From an optimization exercise on the open Yosys and OpenROAD flow, aimed at small area; shortcuts taken in it are not production practice. Function was checked by simulation only, so behaviour that the tests miss may differ from the original. Power figures rest on the tool's default switching activity, not on a simulated workload.

== run A ==
Design miniCalc, start of the top module:
module miniCalc
(
    input  wire       Clk,
    input  wire       rst,
    input  wire [7:0] switch,
    input  wire       btnPushLow,
    input  wire       btnPushHi,
    input  wire       btnExecute,
    input  wire       btnOutputHi,
    output wire [7:0] led,
    output wire [6:0] disp3,
    output wire [6:0] disp2,
    output wire [6:0] disp1,
    output wire [6:0] disp0
);
make LEC_CHECK=0 ABC_AREA=1 CAP_MARGIN=20 CORE_MARGIN=2 CORE_UTILIZATION=75 CTS_BUF_LIST=sky130_fd_sc_hd__clkbuf_16 CTS_CLUSTER_DIAMETER=70 CTS_CLUSTER_SIZE=28 PLACE_DENSITY=0.85 SLEW_MARGIN=20 finish   # period 24.0 ns
run.sh (not shown) runs the stock make flow with config.mk's settings and CLKGATE_MAP_FILE= SYNTH_SCRIPT=/design/flow/synth_recipe.tcl, a recipe that flattens the netlist after the stock synthesis.
Run A has completed all stages; timing, DRC and antenna checks passed.
Input changes introduced in run B (baseline for comparison: run A):
==> flow/flow/run.sh (new file) <==
#!/bin/bash
# Own layout flow: the standard ORFS flow with an area-oriented
# combinational mapping in synthesis (my_synth.tcl, area.abc) and the
# smallest buffer on the ports. Each tool's output goes to a log file here.
set -euo pipefail
W=$(pwd)
F=$W/flow
ORFS=(-C "$FLOW_HOME" DESIGN_CONFIG="$FLOW_CONFIG" WORK_HOME="$W/orfs" CLKGATE_MAP_FILE= SYNTH_SCRIPT="$F/my_synth.tcl")

MY_ABC_SCRIPT="$F/area.abc" make "${ORFS[@]}" synth > "$W/synth.log" 2>&1
make "${ORFS[@]}" BUFFER_PORTS_ARGS="-buffer_cell sky130_fd_sc_hd__buf_1" CTS_ARGS="-sink_clustering_enable -repair_clock_nets -sink_clustering_size 10 -sink_clustering_max_diameter 40 -buf_list sky130_fd_sc_hd__clkbuf_4 -dont_use_dummy_load" finish > "$W/layout.log" 2>&1

R="$W/orfs/results/$FLOW_PLATFORM/miniCalc/base"
: # left out here: write the final layout as DEF
==> flow/flow/area.abc (new file) <==
strash
dch -f
amap
==> flow/flow/my_synth.tcl (new file) <==
# The standard flow's synthesis script (ORFS synth.tcl, then flattened and renamed as the
# standard synthesis does), with two changes to the combinational mapping only:
# extract_fa looks for full adders alone (its half adders end up as plain AND
# gates), and abc runs area.abc, an area-oriented mapping, instead of ORFS's
# script. Registers are mapped exactly as in the standard synthesis.
proc synth {args} { yosys synth -nofsm -noshare {*}$args }
proc extract_fa {args} { yosys extract_fa -fa }
proc abc {args} {
  set i [lsearch -exact $args -script]
  if { $i >= 0 } { lset args [expr { $i + 1 }] $::env(MY_ABC_SCRIPT) }
  yosys abc {*}$args
}
source $::env(SCRIPTS_DIR)/synth.tcl
# left out here: clear keep_hierarchy, flatten, clean up, hide names made inside functions, write 1_2_yosys.v
==> flow/standard.sh (new file) <==
#!/bin/bash
# synth_recipe.tcl (not shown) runs the flow's synth.tcl, then flattens the netlist and writes it again
# the make line also repeats each setting of config.mk as NAME=value (left out here)
make -C /OpenROAD-flow-scripts/flow DESIGN_CONFIG=/design/flow/config.mk WORK_HOME=/design/flow/orfs CLKGATE_MAP_FILE= SYNTH_SCRIPT=/design/flow/synth_recipe.tcl "${@:-finish}"
removed: flow/run.sh
Looking at design area across both flows, run B is the stronger of the two, with run A trailing. Delta (run B minus run A): maximum frequency lower, setup slack after layout decreased by 0.095 ns relative to the old numbers, power density over the cells dropped about 6%, combinational group share of total power went down 5.2 points, number of I/O pins comparable.
## Diff of input files: run C against run B
diff --git a/flow/flow/run.sh b/flow/flow/run.sh
--- a/flow/flow/run.sh
+++ b/flow/flow/run.sh
@@ -11 +11 @@
-make "${ORFS[@]}" BUFFER_PORTS_ARGS="-buffer_cell sky130_fd_sc_hd__buf_1" CTS_ARGS="-sink_clustering_enable -repair_clock_nets -sink_clustering_size 10 -sink_clustering_max_diameter 40 -buf_list sky130_fd_sc_hd__clkbuf_4 -dont_use_dummy_load" finish > "$W/layout.log" 2>&1
+make "${ORFS[@]}" BUFFER_PORTS_ARGS="-buffer_cell sky130_fd_sc_hd__buf_1" CTS_ARGS="-sink_clustering_enable -repair_clock_nets -sink_clustering_size 18 -sink_clustering_max_diameter 60 -buf_list {sky130_fd_sc_hd__clkbuf_8 sky130_fd_sc_hd__clkbuf_16} -dont_use_dummy_load" finish > "$W/layout.log" 2>&1
Results
- The final reports for run C and run B show highest clock rate lower in the former.
- Compare run C and run B | fraction of area in clock buffers and inverters higher: run C
- Of run C and run B, it is run C that has the higher detailed-route vias per instance.

========
The RTL this note starts from:
==> flow/design.v <==
`timescale 1ns/1ps
`default_nettype none
module segmentDecoder
(
    input  wire [3:0] digit,
    input  wire       blank,
    output logic [6:0] segments
);
    wire a = digit[3], b = digit[2], c = digit[1], d = digit[0];
    always_comb
    begin
        segments[6] = a | c | (b & d) | (!b & !d);
        segments[5] = !b | (c & d) | (!c & !d);
        segments[4] = b | !c | d;
        segments[3] = a | (!b & !d) | (c & !d) | (!b & c) | (b & !c & d);
        segments[2] = (!b & !d) | (c & !d);
        segments[1] = a | (!c & !d) | (b & !c) | (b & !d);
        segments[0] = a | (b & !c) | (!b & c) | (c & !d);
        if (blank)
            segments = 7'b0000000;
    end
endmodule
`default_nettype wire
`timescale 1ns/1ps
`default_nettype none
module miniCalc
(
    input  wire       Clk,
    input  wire       rst,
    input  wire [7:0] switch,
    input  wire       btnPushLow,
    input  wire       btnPushHi,
    input  wire       btnExecute,
    input  wire       btnOutputHi,
    output wire [7:0] led,
    output wire [6:0] disp3,
    output wire [6:0] disp2,
    output wire [6:0] disp1,
    output wire [6:0] disp0
);
    localparam logic [2:0] OpRefresh = 3'b000;
    localparam logic [2:0] OpPushL   = 3'b001;
    localparam logic [2:0] OpPushH   = 3'b010;
    localparam logic [2:0] OpPop     = 3'b011;
    localparam logic [2:0] OpCopy    = 3'b100;
    localparam logic [2:0] OpSwap    = 3'b101;
    localparam logic [2:0] OpAdd     = 3'b000;
    localparam logic [2:0] OpSub     = 3'b001;
    localparam logic [2:0] OpMul     = 3'b010;
    localparam logic [2:0] StIdle = 3'd0;
    localparam logic [2:0] StPend = 3'd1;    
    localparam logic [2:0] StPenA = 3'd6;    
    localparam logic [2:0] StWX   = 3'd2;    
    localparam logic [2:0] StWA1  = 3'd3;    
    localparam logic [2:0] StWA2  = 3'd4;    
    localparam logic [2:0] StWT   = 3'd5;    
    logic [4:0]       q;
    logic [2:0]       stage;
    logic [2:0]       op;
    logic [3:0]       n;
    logic             err;
    logic             prevHi;
    logic [31:0]      W [7];
    logic [31:0]      X;
    logic [31:0]      A;
    logic [15:0]      D;
    wire [3:0] k     = q[3:0];
    wire       h     = q[4];
    wire       kLast = (k == 4'd15);
    wire qLast = (q == 5'd31);
    wire inWX  = (stage == StWX);
    wire inWA1 = (stage == StWA1);
    wire inWA2 = (stage == StWA2);
    wire inWA  = inWA1 | inWA2;
    wire inWT  = (stage == StWT);
    wire isMul   = (op == OpMul);
    wire inv     = (op == OpSub);
    wire press = btnPushLow | btnPushHi | btnExecute;
    wire start = (stage == StIdle) && (press || (btnOutputHi != prevHi));
    logic [2:0] cmdOp;
    logic       cmdArith;
    logic [3:0] cmdN;
    logic       cmdFault;
    logic       cmdClear;
    always_comb
    begin
        cmdOp    = OpRefresh;
        cmdArith = 1'b0;
        cmdN     = n;
        cmdFault = 1'b0;
        cmdClear = 1'b0;
        if (btnPushLow)
        begin
            if (n[3])
                cmdFault = 1'b1;
            else
            begin
                cmdOp = OpPushL;
                cmdN  = n + 4'd1;
            end
        end
        else if (btnPushHi)
        begin
            if (n == 4'd0)
                cmdFault = 1'b1;
            else
                cmdOp = OpPushH;
        end
        else if (btnExecute && btnOutputHi)
        begin
            cmdClear = 1'b1;
            cmdN     = 4'd0;
        end
        else if (btnExecute)
        begin
            case (switch[2:0])
                3'b000, 3'b001, 3'b010:
                begin
                    if (n[3:1] == 3'd0)
                        cmdFault = 1'b1;
                    else
                    begin
                        cmdArith = 1'b1;
                        cmdOp    = (switch[1:0] == 2'b00) ? OpAdd :
                                   (switch[1:0] == 2'b01) ? OpSub : OpMul;
                    end
                end
                3'b111:
                begin
                    if (n[3:1] == 3'd0)
                        cmdFault = 1'b1;
                    else
                        cmdOp = OpSwap;
                end
                3'b101:
                begin
                    if (n == 4'd0)
                        cmdFault = 1'b1;
                    else
                    begin
                        cmdOp = OpPop;
                    end
                end
                3'b110:
                begin
                    if (n == 4'd0 || n[3])
                        cmdFault = 1'b1;
                    else
                    begin
                        cmdOp = OpCopy;
                        cmdN  = n + 4'd1;
                    end
                end
                default: ;
            endcase
        end
    end
    always_ff @(posedge Clk)
    begin
        prevHi <= btnOutputHi;
        if (start)
            op <= cmdOp;
        if (rst)
        begin
            q     <= 5'd0;
            stage <= StIdle;
            n     <= 4'd0;
            err   <= 1'b0;
        end
        else
        begin
            q <= q + 5'd1;
            case (stage)
                StIdle:
                    if (start)
                        stage <= cmdArith ? (kLast ? StWA1 : StPenA) : (qLast ? StWX : StPend);
                StPend: if (qLast) stage <= StWX;
                StPenA: if (kLast) stage <= StWA1;
                StWX:  if (qLast) stage <= StIdle;
                StWA1: if (kLast) stage <= StWA2;
                StWA2: if (kLast) stage <= StWT;
                StWT:  if (kLast) stage <= StIdle;
                default: stage <= StIdle;
            endcase
            if (start)
                n <= cmdN;
            else if ((inWX & qLast & (op == OpPop)) | (inWA2 & kLast))
                n <= n - 4'd1;
            if (start)
            begin
                err <= cmdClear ? 1'b0 : (err | cmdFault);
            end
        end
    end
    wire wrRing = inWX && (op == OpPushL || op == OpCopy || op == OpSwap);
    logic [6:0] sel;
    logic [6:0] tapA;
    logic [6:0] tapB;
    for (genvar i = 0; i < 7; i++)
    begin : g_ring
        assign sel[i]  = (n == 4'(i + 2));
        assign tapA[i] = W[i][31];
        assign tapB[i] = W[i][15];
        always_ff @(posedge Clk)
            W[i] <= {W[i][30:0], (wrRing && sel[i]) ? X[31] : W[i][31]};
    end
    wire sA = |(sel & tapA);
    wire sB = |(sel & tapB);
    wire s  = (inWA1 ^ h) ? sA : sB;
    wire top8 = q[4] & q[3];
    logic in0;
    always_comb
    begin
        case (op)
            OpPop, OpSwap: in0 = sA;
            OpPushL:       in0 = top8 & A[7];
            OpPushH:       in0 = top8 ? A[7] : X[23];
            default:       in0 = X[31];
        endcase
    end
    wire resHi = A[31] ^ inv;
    wire resLo = A[15] ^ inv;
    always_ff @(posedge Clk)
    begin
        if (inWX | inWT)
            X <= {X[30:16], inWT ? resHi : X[15], X[14:0], inWT ? resLo : in0};
    end
    wire c0    = inWA & !isMul & (s ^ inv);
    wire e1    = inWA & (isMul ? s : (inWA2 & kLast));
    wire [31:0] addA = {A[30:0], c0};
    wire [31:0] addB = X & {32{e1}};
    logic [31:0] sum;
    logic [32:0] cy;
    always_comb
    begin
        cy[0] = 1'b0;
        for (int i = 0; i < 32; i++)
        begin
            sum[i]   = addA[i] ^ addB[i] ^ cy[i];
            cy[i+1]  = (addA[i] & addB[i]) | (cy[i] & (addA[i] ^ addB[i]));
        end
    end
    wire aLoad = start & (btnPushLow | btnPushHi);
    wire aEn   = inWA | inWT | (inWX & top8 & (op == OpPushL || op == OpPushH));
    always_ff @(posedge Clk)
    begin
        A[31:8] <= sum[31:8];
        if (aLoad)
            A[7:0] <= switch;
        else if (aEn)
            A[7:0] <= sum[7:0];
    end
    wire dispWin = (inWX & (h ^ btnOutputHi)) | inWT;
    wire dBit    = inWT ? (btnOutputHi ? resHi : resLo) : in0;
    function automatic logic [3:0] add3(input logic [3:0] d);
        add3[3] = d[3] | (d[2] & d[0]) | (d[2] & d[1]);
        add3[2] = (d[3] & d[0]) | (d[2] & !d[1] & !d[0]);
        add3[1] = (d[3] & !d[0]) | (!d[2] & d[1]) | (d[1] & d[0]);
        add3[0] = (d[3] & !d[0]) | (!d[3] & !d[2] & d[0]) | (d[2] & d[1] & !d[0]);
    endfunction
    logic [15:0] dNext;
    always_comb
    begin
        logic [15:0] t;
        t = (k == 4'd0) ? 16'd0 : D;
        for (int d = 0; d < 4; d++)
            t[4*d +: 4] = add3(t[4*d +: 4]);
        dNext = {t[14:0], dBit};
    end
    always_ff @(posedge Clk)
    begin
        if (dispWin)
            D <= dNext;
    end
    wire blank = (n == 4'd0);
    assign led = {err, 3'b000, n};
    segmentDecoder u_seg3 (.digit(D[15:12]), .blank(blank), .segments(disp3));
    segmentDecoder u_seg2 (.digit(D[11:8]),  .blank(blank), .segments(disp2));
    segmentDecoder u_seg1 (.digit(D[7:4]),   .blank(blank), .segments(disp1));
    segmentDecoder u_seg0 (.digit(D[3:0]),   .blank(blank), .segments(disp0));
endmodule
`default_nettype wire
==> flow/config.mk <==
export PLATFORM = sky130hd
export DESIGN_NAME = miniCalc
export DESIGN_NICKNAME = miniCalc
export VERILOG_FILES = /design/flow/design.v
export SDC_FILE = /design/flow/constraint.sdc
export NUM_CORES = 4
export LEC_CHECK = 0
export CAP_MARGIN = 20
export CORE_MARGIN = 2
export CORE_UTILIZATION = 75
export PLACE_DENSITY = 0.85
export SLEW_MARGIN = 20
==> flow/constraint.sdc <==
create_clock -name core_clock -period 24.0 [get_ports {Clk}]
set_input_delay 4.8000 -clock core_clock [delete_from_list [all_inputs] [get_ports {Clk}]]
set_output_delay 4.8000 -clock core_clock [all_outputs]
set_load 0.01 [all_outputs]
standard.sh (not shown) runs the stock make flow with config.mk's settings and CLKGATE_MAP_FILE= SYNTH_SCRIPT=/design/flow/synth_recipe.tcl, a recipe that flattens the netlist after the stock synthesis.
==> flow/flow/run.sh <==
#!/bin/bash
# Own layout flow: the standard ORFS flow with an area-oriented
# combinational mapping in synthesis (my_synth.tcl; area.abc: ABC deepsyn
# resynthesis, then area mapping) and the
# smallest buffer on the ports. Each tool's output goes to a log file here.
set -euo pipefail
W=$(pwd)
F=$W/flow
ORFS=(-C "$FLOW_HOME" DESIGN_CONFIG="$FLOW_CONFIG" WORK_HOME="$W/orfs" CLKGATE_MAP_FILE= SYNTH_SCRIPT="$F/my_synth.tcl")

MY_ABC_SCRIPT="$F/area.abc" make "${ORFS[@]}" synth > "$W/synth.log" 2>&1
make "${ORFS[@]}" BUFFER_PORTS_ARGS="-buffer_cell sky130_fd_sc_hd__buf_1" CTS_ARGS="-sink_clustering_enable -repair_clock_nets -sink_clustering_size 10 -sink_clustering_max_diameter 40 -buf_list sky130_fd_sc_hd__clkbuf_4 -dont_use_dummy_load" finish > "$W/layout.log" 2>&1

R="$W/orfs/results/$FLOW_PLATFORM/miniCalc/base"
: # left out here: write the final layout as DEF
==> flow/flow/area.abc <==
strash
&get -n
&deepsyn -J 2000 -T 300
&put
dch -f
amap
==> flow/flow/my_synth.tcl <==
# The standard flow's synthesis script (ORFS synth.tcl, then flattened and renamed as the
# standard synthesis does), with two changes to the combinational mapping only:
# extract_fa looks for full adders alone (its half adders end up as plain AND
# gates), and abc runs area.abc, an area-oriented mapping, instead of ORFS's
# script. Registers are mapped exactly as in the standard synthesis.
proc synth {args} { yosys synth -nofsm -noshare {*}$args }
proc extract_fa {args} { yosys extract_fa -fa }
proc abc {args} {
  set i [lsearch -exact $args -script]
  if { $i >= 0 } { lset args [expr { $i + 1 }] $::env(MY_ABC_SCRIPT) }
  yosys abc {*}$args
}
source $::env(SCRIPTS_DIR)/synth.tcl
# left out here: clear keep_hierarchy, flatten, clean up, hide names made inside functions, write 1_2_yosys.v
Then changed:
--- a/flow/flow/run.sh
+++ b/flow/flow/run.sh
@@ -10,5 +10,5 @@
 
 MY_ABC_SCRIPT="$F/area.abc" make "${ORFS[@]}" synth > "$W/synth.log" 2>&1
-make "${ORFS[@]}" BUFFER_PORTS_ARGS="-buffer_cell sky130_fd_sc_hd__buf_1" CTS_ARGS="-sink_clustering_enable -repair_clock_nets -sink_clustering_size 10 -sink_clustering_max_diameter 40 -buf_list sky130_fd_sc_hd__clkbuf_4 -dont_use_dummy_load" finish > "$W/layout.log" 2>&1
+make "${ORFS[@]}" BUFFER_PORTS_ARGS="-buffer_cell sky130_fd_sc_hd__buf_1" CTS_ARGS="-sink_clustering_enable -repair_clock_nets -sink_clustering_size 9 -sink_clustering_max_diameter 40 -buf_list sky130_fd_sc_hd__clkbuf_4 -dont_use_dummy_load" finish > "$W/layout.log" 2>&1
 
 R="$W/orfs/results/$FLOW_PLATFORM/miniCalc/base"
Effect: The changed run finished with timing, DRC and antenna clean; routed wire length falls by 5.6%; hold slack got worse by 11 ps; synthesized cell count is unchanged; global-route usage falls by 2.0 points; die area stays the same; clock power hardly moves.

static timing again, ports no longer ideal:
In the flow no input, the clock included, has a driving cell. The finished layouts below were timed again as built, in two steps.
Step 1: set_driving_cell puts a clkbuf_16 on Clk and a buf_2 on each other input, an assumption about the parent block.
Step 2 times the ports against the registers' clock, not the clock port: input delays grow and output delays shrink by t, the midpoint of the rising clock arrivals with the driver on.
a / b / c = ideal ports / drivers / drivers and shift; a / b = the first two.
run	t, ns	setup WS [ns]	hold WS [ns]	latest minus earliest clock arrival (ns)	pins driven straight from the clock port
run A	0.538	8.944 / 8.944 / 8.944	0.321 / 0.321 / 0.321	0.024 / 0.025	1
run B	0.615	8.849 / 8.849 / 8.849	0.304 / 0.304 / 0.304	0.077 / 0.076	1
run C	0.529	8.644 / 8.644 / 8.644	0.327 / 0.327 / 0.327	0.017 / 0.018	1
the first run of note 2	0.637	9.605 / 9.605 / 9.605	0.295 / 0.295 / 0.295	0.068 / 0.068	1
the second run of note 2	0.635	9.529 / 9.529 / 9.529	0.284 / 0.284 / 0.284	0.104 / 0.104	1
After both steps every run listed still meets setup and hold.
